From an optimization exercise on the open Yosys and OpenROAD flow, aimed at small area and a short achievable clock period; shortcuts taken in it are not production practice. Where RTL was checked, it was by simulation tests only, not by an equivalence proof against the original. No activity file was given, so power comes from the tool's default toggle rates.

## conv3x3_pe
module conv3x3_pe #(
    parameter int SHIFT = 4,
    parameter int ACC_W = 21
) (
    input  logic         clk,
    input  logic         rst,
    input  logic [7:0]   p00,
    input  logic [7:0]   p01,
    input  logic [7:0]   p02,
    input  logic [7:0]   p10,
    input  logic [7:0]   p11,
    input  logic [7:0]   p12,
    input  logic [7:0]   p20,
    input  logic [7:0]   p21,
    input  logic [7:0]   p22,
    input  logic         window_valid,
    input  logic         w_load,
    input  logic [3:0]   w_idx,
    input  logic [7:0]   w_data,
    output logic [7:0]   out_pixel,
    output logic         out_valid,
    output logic [15:0]  out_count
);
Size in the first run: roughly 2200 cells after synthesis, ~340 flip-flops, roughly 23000 um2 of cells after synthesis.
==> flow/config.mk <==
export PLATFORM = sky130hd
export DESIGN_NAME = conv3x3_pe
export DESIGN_NICKNAME = conv3x3_pe
export VERILOG_FILES = /design/flow/design.v
export SDC_FILE = /design/flow/constraint.sdc
export NUM_CORES = 4
export LEC_CHECK = 0
export ABC_CLOCK_PERIOD_IN_PS = 2000
export CAP_MARGIN = 20
export CORE_MARGIN = 2
export CORE_UTILIZATION = 55
export CTS_CLUSTER_DIAMETER = 120
export CTS_CLUSTER_SIZE = 20
export PLACE_DENSITY = 0.7
export SETUP_SLACK_MARGIN = 2.1
export SLEW_MARGIN = 20
export SYNTH_HIERARCHICAL = 1
export SYNTH_MINIMUM_KEEP_SIZE = 0
==> flow/constraint.sdc <==
create_clock -name core_clock -period 5.5 [get_ports {clk}]
set_input_delay 1.1000 -clock core_clock [delete_from_list [all_inputs] [get_ports {clk}]]
set_output_delay 1.1000 -clock core_clock [all_outputs]
set_load 0.01 [all_outputs]
standard.sh (not shown) runs the stock make flow with config.mk's settings and CLKGATE_MAP_FILE= SYNTH_SCRIPT=/design/flow/synth_recipe.tcl, a recipe that flattens the netlist after the stock synthesis.
==> flow/flow/run.sh <==
#!/bin/bash
# Own flow: the standard layout (standard.sh: the standard synthesis and
# ORFS steps, unchanged), except that the port buffers buffer_ports inserts
# during global placement are plain buf_1 cells instead of the default pick.
set -euo pipefail
export BUFFER_PORTS_ARGS="-buffer_cell sky130_fd_sc_hd__buf_1"
bash standard.sh > standard_flow.log 2>&1
Edit:
CTS_CLUSTER_DIAMETER = 130   (was 120)
CTS_CLUSTER_SIZE = 24   (was 20)
GPL_ROUTABILITY_DRIVEN = 0   (was unset)
SETUP_SLACK_MARGIN = 2.3   (was 2.1)
- core utilization rises by 1.0 points
- clock skew is about the same
- wire length is lower by 4.2%
- synthesized area is unchanged

========
Setup of run 1:
conv3x3_pe, a different RTL version from the one above (not shown whole).
Size in the first run: ~340 flip-flops, ~110 I/O pins.
clock: 5.5 ns
lec_check: 0
abc_clock_period_in_ps: 2000
cap_margin: 20
core_margin: 2
core_utilization: 55
cts_cluster_diameter: 130
cts_cluster_size: 24
place_density: 0.7
setup_slack_margin: 2.2
slew_margin: 20
synth_hierarchical: 1
synth_minimum_keep_size: 0
Scripts as last shown in full above: flow/flow/run.sh
Setup changes, run 1 to run 2
-- flow/config.mk --
<<< run 1, line 13
export CTS_CLUSTER_SIZE = 24
export PLACE_DENSITY = 0.7
export SETUP_SLACK_MARGIN = 2.2
export SLEW_MARGIN = 20
export SYNTH_HIERARCHICAL = 1
>>> run 2, line 13
export CTS_CLUSTER_SIZE = 24
export PLACE_DENSITY = 0.7
export SETUP_SLACK_MARGIN = 2.3
export SLEW_MARGIN = 20
export SYNTH_HIERARCHICAL = 1
### Flow results
~same global-route usage in run 1 and run 2. Share of cell area taken by flip-flops and latches of run 2 is on par with run 1. Cmp run 1 and run 2 / detailed-route via count / higher: run 2. Run 2 has more setup slack than run 1. Clock network fraction of design power delta for run 2 relative to run 1: 0.3 points higher.
--- input diff run 2..run 3 ---
==> flow/config.mk <==
export PLATFORM = sky130hd
export DESIGN_NAME = conv3x3_pe
export DESIGN_NICKNAME = conv3x3_pe
export VERILOG_FILES = /design/flow/design.v
export SDC_FILE = /design/flow/constraint.sdc
export NUM_CORES = 4
export LEC_CHECK = 0
export ABC_AREA = 1
export CAP_MARGIN = 20
export CORE_MARGIN = 2
export CORE_UTILIZATION = 55
export CTS_CLUSTER_DIAMETER = 120
export CTS_CLUSTER_SIZE = 20
export PLACE_DENSITY = 0.7
export SETUP_SLACK_MARGIN = 2.1
export SLEW_MARGIN = 20
export SYNTH_HIERARCHICAL = 1
export SYNTH_MINIMUM_KEEP_SIZE = 0
--- outcome ---
Run 3 ended up with a higher number of cells produced by synthesis than run 2 did.
Re setup fix buffers added after clock tree synthesis: run 3 and run 2 aren't equal, and the higher value belongs to run 2.
Final-layout setup total negative slack: run 2 vs run 3 identical
Run 3 vs run 2 on first-pass GRT wire length: run 3 is the higher one.
Total power: run 3 > run 2
Routed length on met3 (higher): run 3
Relative to run 2, the final cell area reported for run 3 is lower.
Taking run 2 as the reference, in run 3 global-route usage over all layers rose by 2.8 points; final clock period utilization by the worst path grew by 3.1 points.
Between run 2 and run 3, the growth of design area from synthesis to finish figures differ only marginally.
Edits applied to the flow inputs when going from run 3 to run 4:
==> flow/config.mk <==
export PLATFORM = sky130hd
export DESIGN_NAME = conv3x3_pe
export DESIGN_NICKNAME = conv3x3_pe
export VERILOG_FILES = /design/flow/design.v
export SDC_FILE = /design/flow/constraint.sdc
export NUM_CORES = 4
export LEC_CHECK = 0
export ABC_CLOCK_PERIOD_IN_PS = 2000
export CAP_MARGIN = 20
export CORE_MARGIN = 2
export CORE_UTILIZATION = 40
export CTS_CLUSTER_DIAMETER = 120
export CTS_CLUSTER_SIZE = 20
export SETUP_SLACK_MARGIN = 1.8
export SLEW_MARGIN = 20
export SYNTH_HIERARCHICAL = 1
export SYNTH_MINIMUM_KEEP_SIZE = 0
Notes after the runs:
Delta (run 4 minus run 3): number of clock buffer instances in the layout moved down, minimum setup slack after placement has decreased.
Diff run 3 -> run 4 | final critical-path required period | increase of 0.20 ns
Run 4 vs run 3 — final critical-path share of the clock period rose 3.7 points.
Run 4 against run 3: design internal power now smaller; worst setup slack now smaller; sequential power comparable.
Tightest hold margin is higher on run 4

========
conv3x3_pe, a different RTL version from the one above (not shown whole).
For scale: about 1900 cells after synthesis, ~270 flip-flops, about 22000 um^2 of cells after synthesis.
==> flow/config.mk <==
export PLATFORM = sky130hd
export DESIGN_NAME = conv3x3_pe
export DESIGN_NICKNAME = conv3x3_pe
export VERILOG_FILES = /design/flow/design.v
export SDC_FILE = /design/flow/constraint.sdc
export NUM_CORES = 4
export LEC_CHECK = 0
export ABC_CLOCK_PERIOD_IN_PS = 2000
export CAP_MARGIN = 20
export CORE_MARGIN = 2
export CORE_UTILIZATION = 40
export CTS_BUF_LIST = sky130_fd_sc_hd__clkbuf_8
export CTS_CLUSTER_SIZE = 30
export SLEW_MARGIN = 20
export SYNTH_HIERARCHICAL = 1
export SYNTH_MINIMUM_KEEP_SIZE = 0
==> flow/constraint.sdc <==
create_clock -name core_clock -period 5.5 [get_ports {clk}]
set_input_delay 1.1000 -clock core_clock [delete_from_list [all_inputs] [get_ports {clk}]]
set_output_delay 1.1000 -clock core_clock [all_outputs]
set_load 0.01 [all_outputs]
run.sh (not shown) runs the stock make flow with config.mk's settings and CLKGATE_MAP_FILE= SYNTH_SCRIPT=/design/flow/synth_recipe.tcl, a recipe that flattens the netlist after the stock synthesis.
Stock flow here: none of the scripts above is used.
Then changed:
- CTS_BUF_LIST: sky130_fd_sc_hd__clkbuf_8 -> not set
- CTS_CLUSTER_SIZE: 30 -> not set
Synthesized area stays the same.
Total power falls by 0.60%.
Final area falls by 0.31%.
Worst hold slack stays flat.
Routed wire length hardly moves.
First-iteration DRC count falls by 7.8%.
Setup slack is worse by 0.0088 ns.
Global-route usage falls by 0.16 points.
Via count falls by 0.78%.
Function was not checked in any run of this note: the RTL went through the layout flow alone.

========
Setup of run A:
Another version of the RTL of conv3x3_pe (not shown whole).
Size in the first run: ~2100 cells after synthesis, ~300 flip-flops, roughly 110 I/O pins, ~0.023 mm² of cells after synthesis.
==> flow/config.mk <==
export PLATFORM = sky130hd
export DESIGN_NAME = conv3x3_pe
export DESIGN_NICKNAME = conv3x3_pe
export VERILOG_FILES = /design/flow/design.v
export SDC_FILE = /design/flow/constraint.sdc
export NUM_CORES = 4
export LEC_CHECK = 0
export ABC_CLOCK_PERIOD_IN_PS = 2000
export CAP_MARGIN = 20
export CORE_MARGIN = 2
export CORE_UTILIZATION = 40
export SETUP_SLACK_MARGIN = 1.8
export SLEW_MARGIN = 20
export SYNTH_HIERARCHICAL = 1
export SYNTH_MINIMUM_KEEP_SIZE = 0
==> flow/constraint.sdc <==
create_clock -name core_clock -period 5.5 [get_ports {clk}]
set_input_delay 1.1000 -clock core_clock [delete_from_list [all_inputs] [get_ports {clk}]]
set_output_delay 1.1000 -clock core_clock [all_outputs]
set_load 0.01 [all_outputs]
standard.sh (not shown) runs the stock make flow with config.mk's settings and CLKGATE_MAP_FILE= SYNTH_SCRIPT=/design/flow/synth_recipe.tcl, a recipe that flattens the netlist after the stock synthesis.
Scripts as last shown in full above: flow/flow/run.sh
### run A -> run B
- PLACE_DENSITY now 0.7, previously not set
- CTS_CLUSTER_DIAMETER now 130, previously not set
- SETUP_SLACK_MARGIN now 2.3, was 1.8
- CORE_UTILIZATION now 55, was 40
- CTS_CLUSTER_SIZE now 24, previously not set
- From run A to run B the numbers moved as follows: total met3 wirelength after detailed routing higher, via count grew by 780, sequential cell count comparable, core occupancy in the finished layout higher.
- Run B: all stages complete, timing, DRC and antenna checks passed
Inputs modified between run B and run C:
- CTS_CLUSTER_DIAMETER changed from 130 to 150
- CORE_UTILIZATION changed from 55 to 40
- CTS_CLUSTER_SIZE changed from 24 to 30
- SETUP_SLACK_MARGIN changed from 2.3 to 1.8
- PLACE_DENSITY removed (was 0.7)
Results
Run C did not stop at any stage, and its layout met the timing, DRC and antenna checks. Run B → run C: proportion of synthesized flip-flops having asynchronous set or reset essentially unchanged; die outline width increased 17%. Re die footprint: run C is 0.016 mm² up on run B. The most common cell after layout, fill and taps aside comes out nand2_1 in one run and fa_1 in the other, namely in run B and run C respectively. Met2 wire length delta (run C -> run B): insignificant.
The following lists how run D was set up differently from run C:
- CTS_CLUSTER_DIAMETER now 100, was 150
- CTS_CLUSTER_SIZE now 25, was 30
[summary]
- Summary of the comparison: share of the clock period used by the worst path after layout is higher in run D, relative to run C.
- [run D] largest clock skew in the final design rose 0.021 ns relative to run C
- Run C → run D: multi-input logic area closely matched the old numbers, largest vdd supply drop increased by 9.7% relative to the old numbers.
- [compare] base=run C new=run D: net load switching power increased 8.9%, setup slack of the critical path after layout has decreased.
- Looking at met3 track demand over resource in global routing, run D sits 0.16 points above run C.
- Run D: met2 capacity usage during global routing 0.19 points above run C
- Of run D and run C, the lower maximum cell stage delay along the critical path belongs to run D.
Setup changes, run D to run E
- swapping 1.8 for 2.4 in SETUP_SLACK_MARGIN
- clearing CTS_CLUSTER_SIZE, which used to be 25
- clearing CTS_CLUSTER_DIAMETER, which used to be 100
[summary]
The final layouts of run E and run D pass the timing, DRC and antenna checks. Run E contains more vias than run D. On run E: number of H-tree levels is 1 higher than what run D gave. Compared with run D, run E shows a higher cell count. The ratio of total power to cell area number comes out lower for run D vs run E. In the flow results for run E and run D, the hold slack is smaller on run E.

========
## north
conv3x3_pe, a different RTL version from the one above (not shown whole).
Size in the first run: roughly 2000 cells after synthesis, about 270 flip-flops, about 22000 sq um of cells after synthesis.
==> flow/design.v (excerpt) <==
module conv3x3_pe #(
    parameter int SHIFT = 4,
    parameter int ACC_W = 21
) (
    input  logic         clk,
    input  logic         rst,
    input  logic [7:0]   p00,
    input  logic [7:0]   p01,
    input  logic [7:0]   p02,
    input  logic [7:0]   p10,
    input  logic [7:0]   p11,
    input  logic [7:0]   p12,
    input  logic [7:0]   p20,
    input  logic [7:0]   p21,
    input  logic [7:0]   p22,
    input  logic         window_valid,
    input  logic         w_load,
    input  logic [3:0]   w_idx,
    input  logic [7:0]   w_data,
    output logic [7:0]   out_pixel,
    output logic         out_valid,
    output logic [15:0]  out_count
);
==> flow/config.mk <==
export PLATFORM = sky130hd
export DESIGN_NAME = conv3x3_pe
export DESIGN_NICKNAME = conv3x3_pe
export VERILOG_FILES = /design/flow/design.v
export SDC_FILE = /design/flow/constraint.sdc
export NUM_CORES = 4
export LEC_CHECK = 0
export ABC_CLOCK_PERIOD_IN_PS = 2000
export CAP_MARGIN = 20
export CORE_MARGIN = 2
export CORE_UTILIZATION = 40
export SETUP_SLACK_MARGIN = 1.4
export SLEW_MARGIN = 20
export SYNTH_HIERARCHICAL = 1
export SYNTH_MINIMUM_KEEP_SIZE = 0
==> flow/constraint.sdc <==
create_clock -name core_clock -period 5.5 [get_ports {clk}]
set_input_delay 1.1000 -clock core_clock [delete_from_list [all_inputs] [get_ports {clk}]]
set_output_delay 1.1000 -clock core_clock [all_outputs]
set_load 0.01 [all_outputs]
run.sh (not shown) runs the stock make flow with config.mk's settings and CLKGATE_MAP_FILE= SYNTH_SCRIPT=/design/flow/synth_recipe.tcl, a recipe that flattens the netlist after the stock synthesis.
Stock flow here: none of the scripts above is used.
The inputs of south differ from those of north as listed below.
# north
export LEC_CHECK = 0
export ABC_CLOCK_PERIOD_IN_PS = 2000
export CAP_MARGIN = 20
export CORE_MARGIN = 2
export CORE_UTILIZATION = 40
export SETUP_SLACK_MARGIN = 1.4
export SLEW_MARGIN = 20
export SYNTH_HIERARCHICAL = 1
export SYNTH_MINIMUM_KEEP_SIZE = 0
create_clock -name core_clock -period 5.5 [get_ports {clk}]
# south
export LEC_CHECK = 0
export ABC_CLOCK_PERIOD_IN_PS = 2000
export CAP_MARGIN = 20
export CORE_MARGIN = 2
export CORE_UTILIZATION = 40
export SLEW_MARGIN = 20
export SYNTH_HIERARCHICAL = 1
export SYNTH_MINIMUM_KEEP_SIZE = 0
create_clock -name core_clock -period 5.5 [get_ports {clk}]
[summary]
All of south and north finish clean. Comparing north with south, the number of cells in the finished layout apart from fillers came out essentially unchanged. Compared with north, in south count of instances resized after the clock tree is built went down 47, clock period minus final worst setup slack went up 0.28 ns, maximum clock frequency went down 6.6%. Diff south..north | netlist area before placement | unchanged. Delta (south minus north): portion of total power attributed to sequential cells rose by 0.3 points; worst hold-check slack was more or less identical; switching share of power went down; worst stage delay on the critical path shows an increase of 0.13 ns. Max area added between synthesis and finish across south and north: north.
Edits applied to the flow inputs when going from south to east:
# south
export LEC_CHECK = 0
export ABC_CLOCK_PERIOD_IN_PS = 2000
export CAP_MARGIN = 20
export CORE_MARGIN = 2
export CORE_UTILIZATION = 40
export SLEW_MARGIN = 20
export SYNTH_HIERARCHICAL = 1
export SYNTH_MINIMUM_KEEP_SIZE = 0
create_clock -name core_clock -period 5.5 [get_ports {clk}]
# east
export LEC_CHECK = 0
export ABC_CLOCK_PERIOD_IN_PS = 2000
export CAP_MARGIN = 20
export CORE_MARGIN = 2
export CORE_UTILIZATION = 40
export SETUP_SLACK_MARGIN = 1.4
export SLEW_MARGIN = 20
export SYNTH_HIERARCHICAL = 1
export SYNTH_MINIMUM_KEEP_SIZE = 0
create_clock -name core_clock -period 5.5 [get_ports {clk}]
==> flow/flow/run.sh (new file) <==
#!/bin/bash
# Own flow: the standard layout (standard.sh: the standard synthesis and
# ORFS steps, unchanged), except that the port buffers buffer_ports inserts
# during global placement are plain buf_1 cells instead of the default pick.
set -euo pipefail
export BUFFER_PORTS_ARGS="-buffer_cell sky130_fd_sc_hd__buf_1"
bash standard.sh > standard_flow.log 2>&1
==> flow/standard.sh (new file) <==
#!/bin/bash
# synth_recipe.tcl (not shown) runs the flow's synth.tcl, then flattens the netlist and writes it again
# the make line also repeats each setting of config.mk as NAME=value (left out here)
make -C /OpenROAD-flow-scripts/flow DESIGN_CONFIG=/design/flow/config.mk WORK_HOME=/design/flow/orfs CLKGATE_MAP_FILE= SYNTH_SCRIPT=/design/flow/synth_recipe.tcl "${@:-finish}"
removed: flow/run.sh
[summary]
east has routed length per instance below what south had. Diff south -> east | routed wire length on met2 | up slightly. Looking only at part of the power in combinational logic, and setting everything else aside, the lower value of east and south goes to south.
Changes in west relative to east:
# east
export LEC_CHECK = 0
export ABC_CLOCK_PERIOD_IN_PS = 2000
export CAP_MARGIN = 20
export CORE_MARGIN = 2
export CORE_UTILIZATION = 40
export SETUP_SLACK_MARGIN = 1.4
export SLEW_MARGIN = 20
export SYNTH_HIERARCHICAL = 1
export SYNTH_MINIMUM_KEEP_SIZE = 0
create_clock -name core_clock -period 5.5 [get_ports {clk}]
# west
export LEC_CHECK = 0
export ABC_CLOCK_PERIOD_IN_PS = 2000
export CAP_MARGIN = 20
export CORE_MARGIN = 2
export CORE_UTILIZATION = 40
export SETUP_SLACK_MARGIN = 2.2
export SLEW_MARGIN = 20
export SYNTH_HIERARCHICAL = 1
export SYNTH_MINIMUM_KEEP_SIZE = 0
create_clock -name core_clock -period 5.5 [get_ports {clk}]
==> results.txt <==
east vs west, most common cell after layout, fill and taps aside: fa_1 vs nand2_1. west ended with more via count of the first global-routing pass than east. The critical path depth in west sits 4 above the value recorded for east. From east to west the numbers moved as follows: sequential logic power now sits lower, portion of the clock cycle consumed by the worst path in the final layout now sits lower. Cmp east and west / final cell count / higher: west. [compare] base=east new=west: worst-skew pair later-pin latency ~0 delta, overall routed net length moved down.

-- static timing again, ports no longer ideal --
Ports are ideal in the flow. The routed layouts listed here were re-timed in OpenROAD. Step 1, drivers: a clkbuf_16 drives clk and a buf_2 each remaining input, both assumed. Step 2 times the ports against the registers' clock, not the clock port: input delays grow and output delays shrink by t, the midpoint of the rising clock arrivals with the driver on. Slacks: no drivers / after step 1 / after step 2; pairs: no drivers / after step 1.
| run | shift t [ns] | slack for setup (ns) | latest minus earliest clock arrival (ns) | cell pins on the clock port's net |
|---|---|---|---|---|
| the first run of note 1 | 0.601 | 2.069 / 2.069 / 2.069 | 0.031 / 0.031 | 1 |
| the second run of note 1 | 0.593 | 2.276 / 2.276 / 2.276 | 0.032 / 0.031 | 1 |
| run 1 | 0.613 | 2.192 / 2.192 / 2.192 | 0.050 / 0.051 | 1 |
| run 2 | 0.593 | 2.312 / 2.264 / 2.312 | 0.039 / 0.039 | 1 |
| run 3 | 0.617 | 2.143 / 2.143 / 2.143 | 0.030 / 0.030 | 1 |
| run 4 | 0.626 | 1.941 / 1.916 / 1.941 | 0.027 / 0.026 | 1 |
| the first run of note 3 | 0.698 | 1.275 / 1.275 / 1.275 | 0.067 / 0.067 | 1 |
| the second run of note 3 | 0.674 | 1.266 / 1.266 / 1.266 | 0.030 / 0.030 | 1 |
| run A | 0.617 | 1.811 / 1.811 / 1.811 | 0.036 / 0.037 | 1 |
| run B | 0.585 | 1.891 / 1.891 / 1.891 | 0.025 / 0.025 | 1 |
| run C | 0.591 | 1.843 / 1.843 / 1.843 | 0.022 / 0.021 | 1 |
| run D | 0.615 | 1.799 / 1.799 / 1.799 | 0.043 / 0.043 | 1 |
| run E | 0.624 | 1.855 / 1.855 / 1.855 | 0.044 / 0.044 | 1 |
| north | 0.631 | 1.479 / 1.479 / 1.479 | 0.018 / 0.019 | 1 |
| south | 0.627 | 1.196 / 1.196 / 1.196 | 0.015 / 0.015 | 1 |
| east | 0.613 | 1.459 / 1.459 / 1.459 | 0.028 / 0.028 | 1 |
| west | 0.611 | 1.728 / 1.728 / 1.728 | 0.026 / 0.027 | 1 |
After both steps every run listed still meets setup and hold.
